This is an optimization exercise on Yosys and OpenROAD, whose aim is a short achievable clock period and few clock cycles, not a production implementation. The RTL was checked by simulation tests, not by an equivalence proof against the original design. Power and IR drop assume default switching activity.

## flow/config.mk

```make
export PLATFORM = sky130hd
export DESIGN_NAME = cache_top
export DESIGN_NICKNAME = cache_top
export VERILOG_FILES = /design/flow/design.v
export SDC_FILE = /design/flow/constraint.sdc
export NUM_CORES = 4
export LEC_CHECK = 0
export CAP_MARGIN = 20
export CORE_MARGIN = 2
export CORE_UTILIZATION = 40
export SLEW_MARGIN = 20
```

## flow/constraint.sdc

```tcl
create_clock -name core_clock -period 6.5 [get_ports {clk}]
set_input_delay 1.3000 -clock core_clock [delete_from_list [all_inputs] [get_ports {clk}]]
set_output_delay 1.3000 -clock core_clock [all_outputs]
set_load 0.01 [all_outputs]
```

## flow/design.v

```verilog
package cache_geom_pkg;
    localparam int ADDR_W   = 32;
    localparam int DATA_W   = 32;
    localparam int SEL_W    = DATA_W / 8;
    localparam int OFFSET_W = 2;
    localparam int NUM_SETS = 4;
    localparam int INDEX_W  = 2;
    localparam int NUM_WAYS = 2;
    localparam int TAG_W    = ADDR_W - INDEX_W - OFFSET_W;
    typedef logic [ADDR_W-1:0]  addr_t;
    typedef logic [DATA_W-1:0]  word_t;
    typedef logic [SEL_W-1:0]   sel_t;
    typedef logic [INDEX_W-1:0] index_t;
    typedef logic [TAG_W-1:0]   tag_t;
    typedef logic way_t;
endpackage
package cache_ctrl_pkg;
    typedef enum logic [2:0] {
        ST_IDLE,
        ST_LOOKUP,
        ST_EVICT,
        ST_FILL_REQ,
        ST_FILL_WAIT
    } ctrl_state_e;
    typedef enum logic {
        RAM_READ,
        RAM_WRITE
    } ram_op_e;
endpackage
module cache_top (
    input  logic                    clk,
    input  logic                    rst_i,
    input  logic                    req_valid_i,
    output logic                    req_ready_o,
    input  logic                    req_we_i,
    input  cache_geom_pkg::sel_t    req_sel_i,
    input  cache_geom_pkg::addr_t   req_addr_i,
    input  cache_geom_pkg::word_t   req_wdata_i,
    output logic                    resp_valid_o,
    output cache_geom_pkg::word_t   resp_rdata_o,
    output logic                    ram_req_valid_o,
    input  logic                    ram_req_ready_i,
    output cache_ctrl_pkg::ram_op_e ram_op_o,
    output cache_geom_pkg::addr_t   ram_addr_o,
    output cache_geom_pkg::word_t   ram_wdata_o,
    input  logic                    ram_resp_valid_i,
    input  cache_geom_pkg::word_t   ram_rdata_i
);
    localparam int TAG_W  = cache_geom_pkg::TAG_W;
    localparam int DATA_W = cache_geom_pkg::DATA_W;
    localparam int NL     = cache_geom_pkg::NUM_SETS * cache_geom_pkg::NUM_WAYS;
    localparam int WA_W   = cache_geom_pkg::ADDR_W - cache_geom_pkg::OFFSET_W;
    localparam int RQ     = 6;    
    localparam int RR     = 8;    
    localparam int RR_W   = 3;    
    localparam int ID_W   = 4;    
    localparam int OR_MAX = 12;   
    logic               a_v, s_v;
    logic               a_we, s_we;
    logic [3:0]         a_sel, s_sel;
    logic [WA_W-1:0]    a_wa, s_wa;
    logic [DATA_W-1:0]  a_wd, s_wd;
    logic               go;
    assign req_ready_o = !s_v;
    always_ff @(posedge clk) begin
        if (rst_i) begin
            a_v <= 1'b0;
            s_v <= 1'b0;
        end else begin
            if (!a_v || go) begin
                a_v <= s_v || req_valid_i;
                s_v <= 1'b0;
            end else if (req_valid_i && !s_v) begin
                s_v <= 1'b1;
            end
        end
    end
    always_ff @(posedge clk) begin
        if (!a_v || go) begin
            if (s_v) begin
                a_we  <= s_we;
                a_sel <= s_sel;
                a_wa  <= s_wa;
                a_wd  <= s_wd;
            end else begin
                a_we  <= req_we_i;
                a_sel <= req_sel_i;
                a_wa  <= req_addr_i[cache_geom_pkg::ADDR_W-1:cache_geom_pkg::OFFSET_W];
                a_wd  <= req_wdata_i;
            end
        end
        if (!s_v) begin
            s_we  <= req_we_i;
            s_sel <= req_sel_i;
            s_wa  <= req_addr_i[cache_geom_pkg::ADDR_W-1:cache_geom_pkg::OFFSET_W];
            s_wd  <= req_wdata_i;
        end
    end
    logic [NL-1:0]                 valid_q, dirty_q, pend_q;
    logic [NL-1:0][TAG_W-1:0]      tag_q;
    logic [NL-1:0][DATA_W-1:0]     data_q;
    logic [NL-1:0][3:0]            wmask_q;
    logic [NL-1:0][ID_W-1:0]       pid_q;
    logic [cache_geom_pkg::NUM_SETS-1:0] lru_q;
    logic [ID_W-1:0] iss_id_q;    
    logic [ID_W-1:0] fil_id_q;    
    logic [ID_W-1:0] ord_q;       
    logic [1:0]        a_idx;
    logic [TAG_W-1:0]  a_tag;
    logic [NL-1:0]     match;
    logic              hit0, hit1, hit, way;
    logic [2:0]        line, vline;
    logic              vdirty, vpend_dirty;
    logic [NL-1:0]     fill_l;
    assign a_idx = a_wa[1:0];
    assign a_tag = a_wa[WA_W-1:2];
    always_comb begin
        for (int l = 0; l < NL; l++) begin
            match[l]  = valid_q[l] && (tag_q[l] == a_tag);
            fill_l[l] = ram_resp_valid_i && pend_q[l] && (pid_q[l] == fil_id_q);
        end
    end
    assign hit0   = match[{a_idx, 1'b0}];
    assign hit1   = match[{a_idx, 1'b1}];
    assign hit    = hit0 || hit1;
    assign way    = hit ? hit1 : lru_q[a_idx];
    assign line   = {a_idx, way};
    assign vline  = {a_idx, lru_q[a_idx]};
    assign vdirty = valid_q[vline] && dirty_q[vline];
    assign vpend_dirty = vdirty && pend_q[vline];
    logic [RQ-1:0]              qv;
    logic [RQ-1:0]              qop;
    logic [RQ-1:0][WA_W-1:0]    qaddr;
    logic [RQ-1:0][DATA_W-1:0]  qdata;
    logic                       q_pop;
    logic                       room2;
    assign q_pop = qv[0] && ram_req_ready_i;
    assign room2 = !qv[RQ-2];
    assign ram_req_valid_o = qv[0];
    assign ram_op_o        = cache_ctrl_pkg::ram_op_e'(qop[0]);
    assign ram_addr_o      = {qaddr[0], {cache_geom_pkg::OFFSET_W{1'b0}}};
    assign ram_wdata_o     = qdata[0];
    logic [RR-1:0]              ev, ew;
    logic [RR-1:0][ID_W-1:0]    ewid;
    logic [RR-1:0][3:0]         emask;
    logic [RR-1:0][DATA_W-1:0]  edata;
    logic [RR_W-1:0]      hp, tp;
    logic [RR_W:0]        ecnt;
    logic                       e_full;
    logic                       resp_valid_q;
    logic [DATA_W-1:0]          resp_rdata_q;
    assign e_full = ecnt[RR_W];
    assign resp_valid_o = resp_valid_q;
    assign resp_rdata_o = resp_rdata_q;
    assign go = a_v && !e_full && room2 && !vpend_dirty && (ord_q < OR_MAX);
    function automatic logic [DATA_W-1:0] merge(input logic [3:0] keep,
                                                input logic [DATA_W-1:0] kept,
                                                input logic [DATA_W-1:0] fresh);
        for (int b = 0; b < 4; b++) begin
            merge[8*b +: 8] = keep[b] ? kept[8*b +: 8] : fresh[8*b +: 8];
        end
    endfunction
    logic do_miss, do_hit;
    assign do_miss = go && !hit;
    assign do_hit  = go && hit;
    always_ff @(posedge clk) begin
        if (rst_i) begin
            valid_q  <= '0;
            dirty_q  <= '0;
            pend_q   <= '0;
            lru_q    <= '0;
            iss_id_q <= '0;
            fil_id_q <= '0;
            ord_q    <= '0;
        end else begin
            ord_q <= ord_q + (do_miss ? 1'b1 : 1'b0) - (ram_resp_valid_i ? 1'b1 : 1'b0);
            if (ram_resp_valid_i) fil_id_q <= fil_id_q + 1'b1;
            if (do_miss) iss_id_q <= iss_id_q + 1'b1;
            if (go) lru_q[a_idx] <= !way;
            for (int l = 0; l < NL; l++) begin
                if (go && line == l[2:0]) begin
                    if (!hit) begin
                        valid_q[l] <= 1'b1;
                        dirty_q[l] <= a_we;
                        pend_q[l]  <= 1'b1;
                    end else begin
                        if (a_we) dirty_q[l] <= 1'b1;
                        if (fill_l[l]) pend_q[l] <= 1'b0;
                    end
                end else if (fill_l[l]) begin
                    pend_q[l] <= 1'b0;
                end
            end
        end
    end
    always_ff @(posedge clk) begin
        for (int l = 0; l < NL; l++) begin
            if (go && line == l[2:0]) begin
                if (!hit) begin
                    tag_q[l]   <= a_tag;
                    pid_q[l]   <= iss_id_q;
                    wmask_q[l] <= a_we ? a_sel : 4'b0;
                end else if (fill_l[l]) begin
                    wmask_q[l] <= 4'b0;
                end else if (a_we && pend_q[l]) begin
                    wmask_q[l] <= wmask_q[l] | a_sel;
                end
            end else if (fill_l[l]) begin
                wmask_q[l] <= 4'b0;
            end
            for (int b = 0; b < 4; b++) begin
                if (go && line == l[2:0] && a_we && a_sel[b]) begin
                    data_q[l][8*b +: 8] <= a_wd[8*b +: 8];
                end else if (fill_l[l] && !wmask_q[l][b] && !(do_miss && line == l[2:0])) begin
                    data_q[l][8*b +: 8] <= ram_rdata_i[8*b +: 8];
                end
            end
        end
    end
    logic                push1, push2;
    logic                e1_op;
    logic [WA_W-1:0]     e1_addr, e2_addr;
    logic [DATA_W-1:0]   e1_data;
    logic [RQ:0]         sv;        
    logic [RQ-1:0]       s_op;
    logic [RQ-1:0][WA_W-1:0]   s_addr;
    logic [RQ-1:0][DATA_W-1:0] s_data;
    assign push1   = do_miss;
    assign push2   = do_miss && vdirty;
    assign e2_addr = a_wa;
    assign e1_op   = vdirty;
    assign e1_addr = vdirty ? {tag_q[vline], a_idx} : a_wa;
    assign e1_data = data_q[vline];
    always_comb begin
        for (int i = 0; i < RQ; i++) begin
            if (q_pop) begin
                sv[i]     = (i + 1 < RQ) ? qv[(i + 1) % RQ] : 1'b0;
                s_op[i]   = qop[(i + 1) % RQ];
                s_addr[i] = qaddr[(i + 1) % RQ];
                s_data[i] = qdata[(i + 1) % RQ];
            end else begin
                sv[i]     = qv[i];
                s_op[i]   = qop[i];
                s_addr[i] = qaddr[i];
                s_data[i] = qdata[i];
            end
        end
        sv[RQ] = 1'b0;
    end
    logic [RQ-1:0] slot1, slot2;
    always_comb begin
        for (int i = 0; i < RQ; i++) begin
            slot1[i] = !sv[i] && ((i == 0) ? 1'b1 : sv[(i + RQ - 1) % RQ]);
            slot2[i] = (i == 0) ? 1'b0 : slot1[(i + RQ - 1) % RQ];
        end
    end
    always_ff @(posedge clk) begin
        if (rst_i) begin
            qv <= '0;
        end else begin
            for (int i = 0; i < RQ; i++) begin
                qv[i] <= sv[i] || (slot1[i] && push1) || (slot2[i] && push2);
            end
        end
    end
    always_ff @(posedge clk) begin
        for (int i = 0; i < RQ; i++) begin
            if (sv[i]) begin
                qop[i]   <= s_op[i];
                qaddr[i] <= s_addr[i];
                qdata[i] <= s_data[i];
            end else if (slot1[i]) begin
                qop[i]   <= e1_op;
                qaddr[i] <= e1_addr;
                qdata[i] <= e1_data;
            end else begin
                qop[i]   <= 1'b0;
                qaddr[i] <= e2_addr;
                qdata[i] <= e1_data;
            end
        end
    end
    logic              h_ready, h_fill, e_pop;
    logic [DATA_W-1:0] n_data;
    logic              n_wait;
    logic [3:0]        n_mask;
    logic [ID_W-1:0]   n_wid;
    assign h_fill  = ew[hp] && ram_resp_valid_i && (ewid[hp] == fil_id_q);
    assign h_ready = ev[hp] && (!ew[hp] || h_fill);
    assign e_pop   = h_ready;
    always_comb begin
        n_data = data_q[line];
        n_mask = wmask_q[line];
        n_wid  = pid_q[line];
        n_wait = 1'b0;
        if (!hit) begin
            n_wid  = iss_id_q;
            n_mask = 4'b0;
            n_wait = !a_we;
        end else if (pend_q[line]) begin
            if (fill_l[line]) begin
                n_data = merge(wmask_q[line], data_q[line], ram_rdata_i);
            end else begin
                n_wait = !a_we;
            end
        end
    end
    always_ff @(posedge clk) begin
        if (rst_i) begin
            ev           <= '0;
            hp           <= '0;
            tp           <= '0;
            ecnt         <= '0;
            resp_valid_q <= 1'b0;
        end else begin
            resp_valid_q <= e_pop;
            if (e_pop) begin
                ev[hp] <= 1'b0;
                hp     <= hp + 1'b1;
            end
            if (go) begin
                ev[tp] <= 1'b1;
                tp     <= tp + 1'b1;
            end
            ecnt <= ecnt + (go ? 1'b1 : 1'b0) - (e_pop ? 1'b1 : 1'b0);
        end
    end
    always_ff @(posedge clk) begin
        for (int i = 0; i < RR; i++) begin
            if (go && tp == i[RR_W-1:0]) begin
                ew[i]    <= n_wait;
                ewid[i]  <= n_wid;
                emask[i] <= n_mask;
                edata[i] <= n_data;
            end else if (ew[i] && ram_resp_valid_i && ewid[i] == fil_id_q) begin
                ew[i]    <= 1'b0;
                edata[i] <= merge(emask[i], edata[i], ram_rdata_i);
            end
        end
        if (e_pop) begin
            resp_rdata_q <= h_fill ? merge(emask[hp], edata[hp], ram_rdata_i) : edata[hp];
        end
    end
endmodule
```

## flow/run.sh

```bash
#!/bin/bash
# synth_recipe.tcl (not shown) runs the flow's synth.tcl, then flattens the netlist and writes it again
# the make line also repeats each setting of config.mk as NAME=value (left out here)
make -C /OpenROAD-flow-scripts/flow DESIGN_CONFIG=/design/flow/config.mk WORK_HOME=/design/flow/orfs CLKGATE_MAP_FILE= SYNTH_SCRIPT=/design/flow/synth_recipe.tcl finish
```

==> metrics.md, run 1 <==
| Metric | Value |
|---|---|
| Syn. warnings | `1` |
| GRT Util Overall | `a little under a quarter` |
| Post-synth EDFFs | `1349` |
| Final worst slack | `753 ps` |
| Post-synth top area cell | `edfxtp_1` |
| Synth Register Bits | `1483` |
| Setup TNS | `0 ps` |
| RePlAce Congestion | `0.906` |
| Clock Tree Buf Depth | `3` |
| Nets | `5557` |
| Residual DRC count | `0` |
| Clk slew on worst S/H paths | `60 ps` |
| Final setup fails | `0` |
| Layout area overhead | `13.4%` |
| Commonest register cell after synthesis | `edfxtp_1` |
| Fillers | `between 15000 and 20000` |
| WL per Instance | `27.7 um` |
| Final ANT Viol Nets | `0` |
| Clock skew | `61.4 ps` |
| Clock Power Share | `approximately 36%` |
| Synth cell types | `74` |
| Critical path peak fanout | `20` |
| Number of global-route vias before repair | `46513` |
| CTS Buf Count | `165` |
| Chip width | `432 um` |
| Setup Fix Bufs, Post-CTS | `0` |
| NetSw | `7030 uW` |
| Slew margin rel. | `between 10% and 20%` |
| Post-synth top area share | `55.4%` |
| Leakage power | `~0.027 uW` |
| Top cells by area, synth | `edfxtp_1 (55%), mux4_2 (8.9%), mux2_2 (6.5%), dfxtp_1 (3.7%), nand2_1 (2.9%)` |
| Initial Util | `40.4%` |
| # clock sinks | `1483` |
| Cells after synthesis | `5345` |
| Cell Pwr Density | `between 300 and 400 mW/mm^2` |
| Count leader, synth | `edfxtp_1` |
| Hold Path Class | `reg2reg` |
| CTS tree | `yes` |
| Largest net degree at the start of global routing | `117` |
| Port-buffer cells | `between 200 and 250` |
| Worst skew pair latency | `870 ps` |
| FF-to-FF setup slack | `approximately 750 ps` |
| Internal power | `18100 uW` |
| CP Launch Type | `register` |
| Slowest CP cell | `nor3_2` |
| Via count | `47738` |
| Drt pass-1 iters | `6` |
| Initial antenna violation count | `6` |
| Vias/cell | `around 6` |
| Worst EP arrival | `6260 ps` |
| HPWL Detailed | `146000 um` |
| CTS H-tree lvls | `4` |
| Crit share post-route | `88.4%` |
| Slew @ Worst Pin | `1210 ps` |
| Layout cells sized above 1 | `between 20% and 30%` |
| Die area | `0.186 mm^2` |
| Mean Syn Cell Area | `13.7 um^2` |
| Critical path cell sequence | `buf_4 -> xnor2_1 -> nand4_1 -> or4_1 -> o22a_1 -> a211oi_2 -> nor2_4 -> buf_4 -> nor3_2 -> nand2_1 -> o21ai_1 -> buf_4` |
| Routed WL | `219000 um` |
| Final Total Pwr | `25100 uW` |
| Outcome | `timing/DRC/antenna clean` |
| Most common cell on crit path | `buf_4` |
| Post-Place Worst Slack | `about 850 ps` |
| Placed cell areas | `0.0776 mm^2` |
| Largest stage delay, worst path | `910 ps` |
| RSZ-0062 raised after global routing | `no` |
| Die H | `432 um` |
| Layout Utilization | `45.8%` |
| # rows | `between 150 and 200` |
| DR iter-0 viols | `5610` |
| Final hold vios | `0` |
| Combinational share of power | `about 16%` |
| Switching Fraction | `28.0%` |
| Seq/Total Area, Yosys | `about 59%` |
| Fin area | `between 0.08 and 0.09 mm^2` |
| Required time of the critical path | `7010 ps` |
| Sequential share of power | `47.8%` |
| Core area | `0.181 mm^2` |
| Mapped Area | `0.0731 mm^2` |
| Tmin final | `between 5000 and 6000 ps` |
| Resized Gates After CTS | `0` |
| Cts-stage hold buffer count | `0` |
| Grt ovf | `0` |
| Final max-slew violation count | `0` |
| Worst Setup Path Type | `reg2reg` |
| Root buf cell | `clkbuf_16` |
| Worst vdd ir | `between 0.2 and 0.3 mV` |
| Commonest cells in the netlist | `edfxtp_1 (1349), nand2_1 (571), mux2_2 (425), o21ai_0 (395), mux4_2 (288)` |
| Setup crit end kind | `register` |
| Fmax | `0.174 GHz` |
| Max-cap violations | `0` |
| IO Count | `206` |
| Ys async rst share | `0%` |
| First-pass GRT wire length | `320000 um` |
## per-layer routing
layer  vias up  share of wire, %  GRT usage [%]
met5         -            0.0055              0
met4         2               3.0           7.16
met3       372               7.8           3.64
met2      2240                47           36.9
met1     24320                42           32.8
li1      20804                 -              -
## registers in the layout (all words and copies together), names as in the netlist, 180 cells and up
register  count
data_q      256
qdata       192
qaddr       180
edata       256
tag_q       224
## cell families (layout without fill, tap and decap cells)
kind of cell / count (synthesis) / in the layout / synth area share, %
other cells: 1 / 7 / 0.00513
flops: 1483 / 1483 / 59.1
compound gates: 1046 / 1046 / 9.74
mux: 850 / 850 / 17.4
simple gates: 1086 / 1086 / 6.39
xor+xnor: 272 / 272 / 3.26
buf+inv: 576 / 786 / 3.58
fa+ha+maj: 31 / 31 / 0.551
## layout make-up
type / instances / area [um^2] / share of cell area (%)
Sequential cell: 1483 / 43200 / 52.1
Multi-Input combinational cell: 3287 / 27600 / 33.2
Clock buffer: 232 / 4490 / 5.41
Timing Repair Buffer: 409 / 3680 / 4.43
Tap cell: 2370 / 2970 / 3.57
Clock inverter: 71 / 751 / 0.905
Inverter: 74 / 285 / 0.344
Antenna cell: 5 / 12.5 / 0.0151
## worst max-delay path, delay by kind of cell, from the launching register on
family | cells | cell delay, ps
compound gates | 3 | 940
flops | 1 | 850
simple gates | 5 | 2640
xor+xnor | 1 | 130
buf+inv | 3 | 830
## stage by stage
stage | std cells | hold slack (ps)
4_1_cts | 7924 | 467
3_5_place_dp | 7621 | 458
6_report | 7931 | 465
2_1_floorplan | 5346 | 429
5_1_grt | 7927 | 476
3_3_place_gp | 7620 | 453
## power groups by stage
stage	logic, uW	clock network [uW]	registers, uW
floorplan	2750	0	11900
global placement	3910	0	12200
detailed placement	3970	0	12200
CTS	3980	9240	12000
global route	4290	9610	12100
finish	4010	9110	12000
## final timing paths
kind                                from         end  depth (start not counted)
worst max-delay path            a_wa[17]  data_q[93]                         12
worst max register to register  a_wa[17]  data_q[93]                         12
worst min register to register  lru_q[2]    lru_q[2]                          2
worst min-delay path            lru_q[2]    lru_q[2]                          2
## cells in the final DEF, fill, tap and decap left out, drive strengths merged, types with 56 or more instances in the layout
cell,count
clkbuf,232
inv,75
o221ai,102
nand2,572
edfxtp,1349
mux2i,118
nand3,56
a21oi,191
o21ai,426
xor2,207
clkinv,65
xnor2,65
clkdlybuf4s50,200
o2111ai,124
mux2,444
mux4,288
nor2,256
buf,209
dfxtp,134
Testbench counts, summed over its fixed seeds: cycles 25,923.
==> inputs of run 2 (changes only) <==
--- a/flow/config.mk
+++ b/flow/config.mk
@@ -6,6 +6,8 @@
 export NUM_CORES = 4
 export LEC_CHECK = 0
+export ABC_CLOCK_PERIOD_IN_PS = 3000
 export CAP_MARGIN = 20
 export CORE_MARGIN = 2
 export CORE_UTILIZATION = 40
+export SETUP_SLACK_MARGIN = 3.5
 export SLEW_MARGIN = 20
==> run 2 against run 1 <==
- clock skew rose by 5.6 ps
- first-iteration DRC count grew 40%
- hold slack gained 3.3 ps
- via count increased by 14%
- largest cell class unchanged
- highest routed layer unchanged
==> metrics.md, run 2 <==
| Metric | Value |
|---|---|
| Clock Power Share | `34.1%` |
| Most common cell on crit path | `buf_6` |
| Root buf cell | `clkbuf_16` |
| Post-synth top area cell | `edfxtp_1` |
| Crit share post-route | `65.7%` |
| Internal power | `19400 uW` |
| Layout area overhead | `34.5%` |
| Drt pass-1 iters | `6` |
| Critical path peak fanout | `8` |
| Ys async rst share | `0%` |
| Worst vdd ir | `0.209 mV` |
| CP Launch Type | `register` |
| GRT Util Overall | `between 20% and 30%` |
| Mapped Area | `0.0731 mm^2` |
| Worst Setup Path Type | `reg2reg` |
| Required time of the critical path | `7060 ps` |
| Nets | `about 6200` |
| Clock Tree Buf Depth | `3` |
| Synth cell types | `74` |
| Top cells by area, synth | `edfxtp_1 (55%), mux4_2 (8.9%), mux2_2 (6.5%), dfxtp_1 (3.7%), nand2_1 (2.9%)` |
| Fin cells | `approximately 8600` |
| Count leader, synth | `edfxtp_1` |
| Worst skew pair latency | `around 850 ps` |
| Seq/Total Area, Yosys | `59.1%` |
| Combinational share of power | `22.8%` |
| Vias/cell | `between 6 and 7` |
| Setup crit end kind | `register` |
| Commonest register cell after synthesis | `edfxtp_1` |
| Final ANT Viol Nets | `0` |
| Syn. warnings | `1` |
| Final Total Pwr | `27600 uW` |
| Slew @ Worst Pin | `between 1000 and 1500 ps` |
| Layout cells sized above 1 | `40.7%` |
| Routed WL | `roughly 270000 um` |
| Final max-slew violation count | `0` |
| Slew margin rel. | `22.3%` |
| Initial antenna violation count | `8` |
| Leakage power | `0.0335 uW` |
| HPWL Detailed | `147000 um` |
| Residual DRC count | `0` |
| Post-synth top area share | `55.4%` |
| Core area | `roughly 0.18 mm^2` |
| Die H | `432 um` |
| Sequential share of power | `roughly 43%` |
| Die area | `0.186 mm^2` |
| Outcome | `timing/DRC/antenna clean` |
| CTS Buf Count | `168` |
| Chip width | `approximately 430 um` |
| RSZ-0062 raised after global routing | `yes` |
| Setup TNS | `0 ps` |
| Mean Syn Cell Area | `~14 um^2` |
| Delay-heaviest family, CP | `buffers and inverters` |
| CTS H-tree lvls | `4` |
| Cells after synthesis | `around 5300` |
| Final setup fails | `0` |
| Placed insts | `7561` |
| Final hold vios | `0` |
| Post-Place Worst Slack | `approximately 1000 ps` |
| Clk slew on worst S/H paths | `roughly 60 ps` |
| Post-synth EDFFs | `1349` |
| Largest net degree at the start of global routing | `82` |
| Cell Pwr Density | `around 280 mW/mm^2` |
| Buf/Inv on CP | `11` |
| CTS tree | `yes` |
| Hold Path Class | `reg2reg` |
| DR iter-0 viols | `roughly 8000` |
| Via count | `approximately 54000` |
| # clock sinks | `roughly 1500` |
| Switching Fraction | `29.4%` |
| Biggest regs | `data_q (256), edata (256), tag_q (224)` |
| Synth Register Bits | `around 1500` |
| Max-cap violations | `0` |
| Critical path cell sequence | `buf_6 -> buf_8 -> buf_4 -> xor2_1 -> nor4_1 -> nand4_1 -> o22a_4 -> a211oi_4 -> nor2_4 -> buf_4 -> buf_6 -> mux2i_4 -> buf_12 -> buf_12 -> o21ai_4 -> buf_6 -> buf_6 -> buf_12 -> buf_16 -> o221ai_1` |
| # rows | `between 150 and 200` |
| Commonest cells in the netlist | `edfxtp_1 (1349), nand2_1 (571), mux2_2 (425), o21ai_0 (395), mux4_2 (288)` |
| NetSw | `8110 uW` |
| Initial Util | `roughly two fifths` |
| Largest stage delay, worst path | `400 ps` |
| Clock skew | `around 67 ps` |
| IO Count | `206` |
| Fillers | `14111` |
| Grt ovf | `0` |
| Port-buffer cells | `201` |
| Number of global-route vias before repair | `~52000` |
| Fmax | `0.234 GHz` |
| First-pass GRT wire length | `377000 um` |
| Tmin final | `4270 ps` |
| Commonest non-fill, non-tap cell in the layout | `edfxtp_1` |
| WL per Instance | `31.8 um` |
| RePlAce Congestion | `around 0.9` |
| Worst EP arrival | `4830 ps` |
| Slowest CP cell | `edfxtp_1` |
| Most frequent cells in the layout | `edfxtp_1 (1349), nand2_1 (504), o21ai_0 (293)` |
| Final worst slack | `2230 ps` |
==> run 2: cell counts after synthesis <==
No cell type changed its count.
==> run 2: power groups by stage <==
stage	sequential, uW	clock (uW)	combinational (uW)
after floorplan	11900	0	2910
after global placement	12200	0	4050
after detailed placement	12200	0	4100
after CTS	11900	9470	5620
after global routing	11900	9850	6540
final	11900	9390	6300
==> run 2: layer usage <==
metal  track usage (%)  wire length, um  vias up
met4              13.0            16600        2
li1                  -                -    22334
met3              5.66            30000      860
met5                 0               13        -
met2              43.4           125000     3620
met1              37.6           103000    27583
==> run 2: final timing paths <==
kind            start  slack [ps]          to  cells after the start
max          a_wa[29]        2230  edata[185]                     20
min          s_wa[21]         470    s_wa[21]                      1
max reg2reg  a_wa[29]        2230  edata[185]                     20
min reg2reg  s_wa[21]         470    s_wa[21]                      1
==> run 2: area by class of cell <==
| class | instances | area (um^2) | area share [%] |
|---|---|---|---|
| clock inverter | 81 | 724 | 0.736 |
| timing repair buffer | 1043 | 13500 | 13.8 |
| multi-input combinational | 3328 | 32700 | 33.3 |
| timing repair inverter | 10 | 130 | 0.132 |
| clock buffer | 232 | 4630 | 4.70 |
| inverter | 74 | 443 | 0.450 |
| tap | 2370 | 2970 | 3.01 |
| antenna | 10 | 25.0 | 0.0254 |
| sequential | 1483 | 43200 | 43.9 |
==> run 2: what timing repair did <==
item,4_1_cts,5_1_grt
hold buffers,0,0
setup buffers,457,165
gates cloned,104,19
pin swaps,173,155
resized for setup,981,578
setup endpoints to repair,2187,2043
hold endpoints to repair,0,0
==> run 2: stage by stage <==
| stage | hold WS (ps) | utilization, % | cell area [um^2] |
|---|---|---|---|
| after floorplan | 429 | - | 74600 |
| after global placement | 445 | 43.1 | 78000 |
| after detailed placement | 451 | 43.1 | 78000 |
| after CTS | 465 | 51.9 | 93900 |
| after global routing | 485 | 54.3 | 98400 |
| final | 469 | 54.3 | 98400 |
==> run 2: logic make-up after synthesis <==
| logic type | Yosys count | share of synthesized area (%) |
|---|---|---|
| flip-flops | 1483 | 59.1 |
| AND/OR/NAND/NOR | 1086 | 6.39 |
| AO/OA/AOI/OAI | 1046 | 9.74 |
| multiplexers | 850 | 17.4 |
| buffers and inverters | 576 | 3.58 |
| XOR/XNOR | 272 | 3.26 |
| adder cells (fa/ha/maj) | 31 | 0.551 |
| other | 1 | 0.00513 |

-- static timing again, ports no longer ideal --
In the flow no input, the clock included, has a driving cell. The finished layouts below were timed again as built, in two steps.
Step 1 assumes that a clkbuf_16 drives the clock port and a buf_2 every other input.
Step 2 times the ports against the registers' clock, not the clock port: input delays grow and output delays shrink by t, the midpoint of the rising clock arrivals with the driver on.
a / b / c = no drivers / after step 1 / after step 2; a / b = the first two.
| run | t, ns | setup WS [ns] | latest minus earliest clock arrival (ns) | worst data-port slew with drivers (ns) | pins driven straight from the clock port |
|---|---|---|---|---|---|
| run 1 | 0.922 | 0.753 / 0.753 / 0.753 | 0.062 / 0.062 | 0.24 | 1 |
| run 2 | 0.906 | 2.228 / 2.228 / 1.941 | 0.068 / 0.068 | 0.24 | 1 |
After both steps setup and hold are still met in every run listed. The setup slack of run 2, which loses most, moves by 0.000 ns with the drivers and by -0.287 ns with both steps.
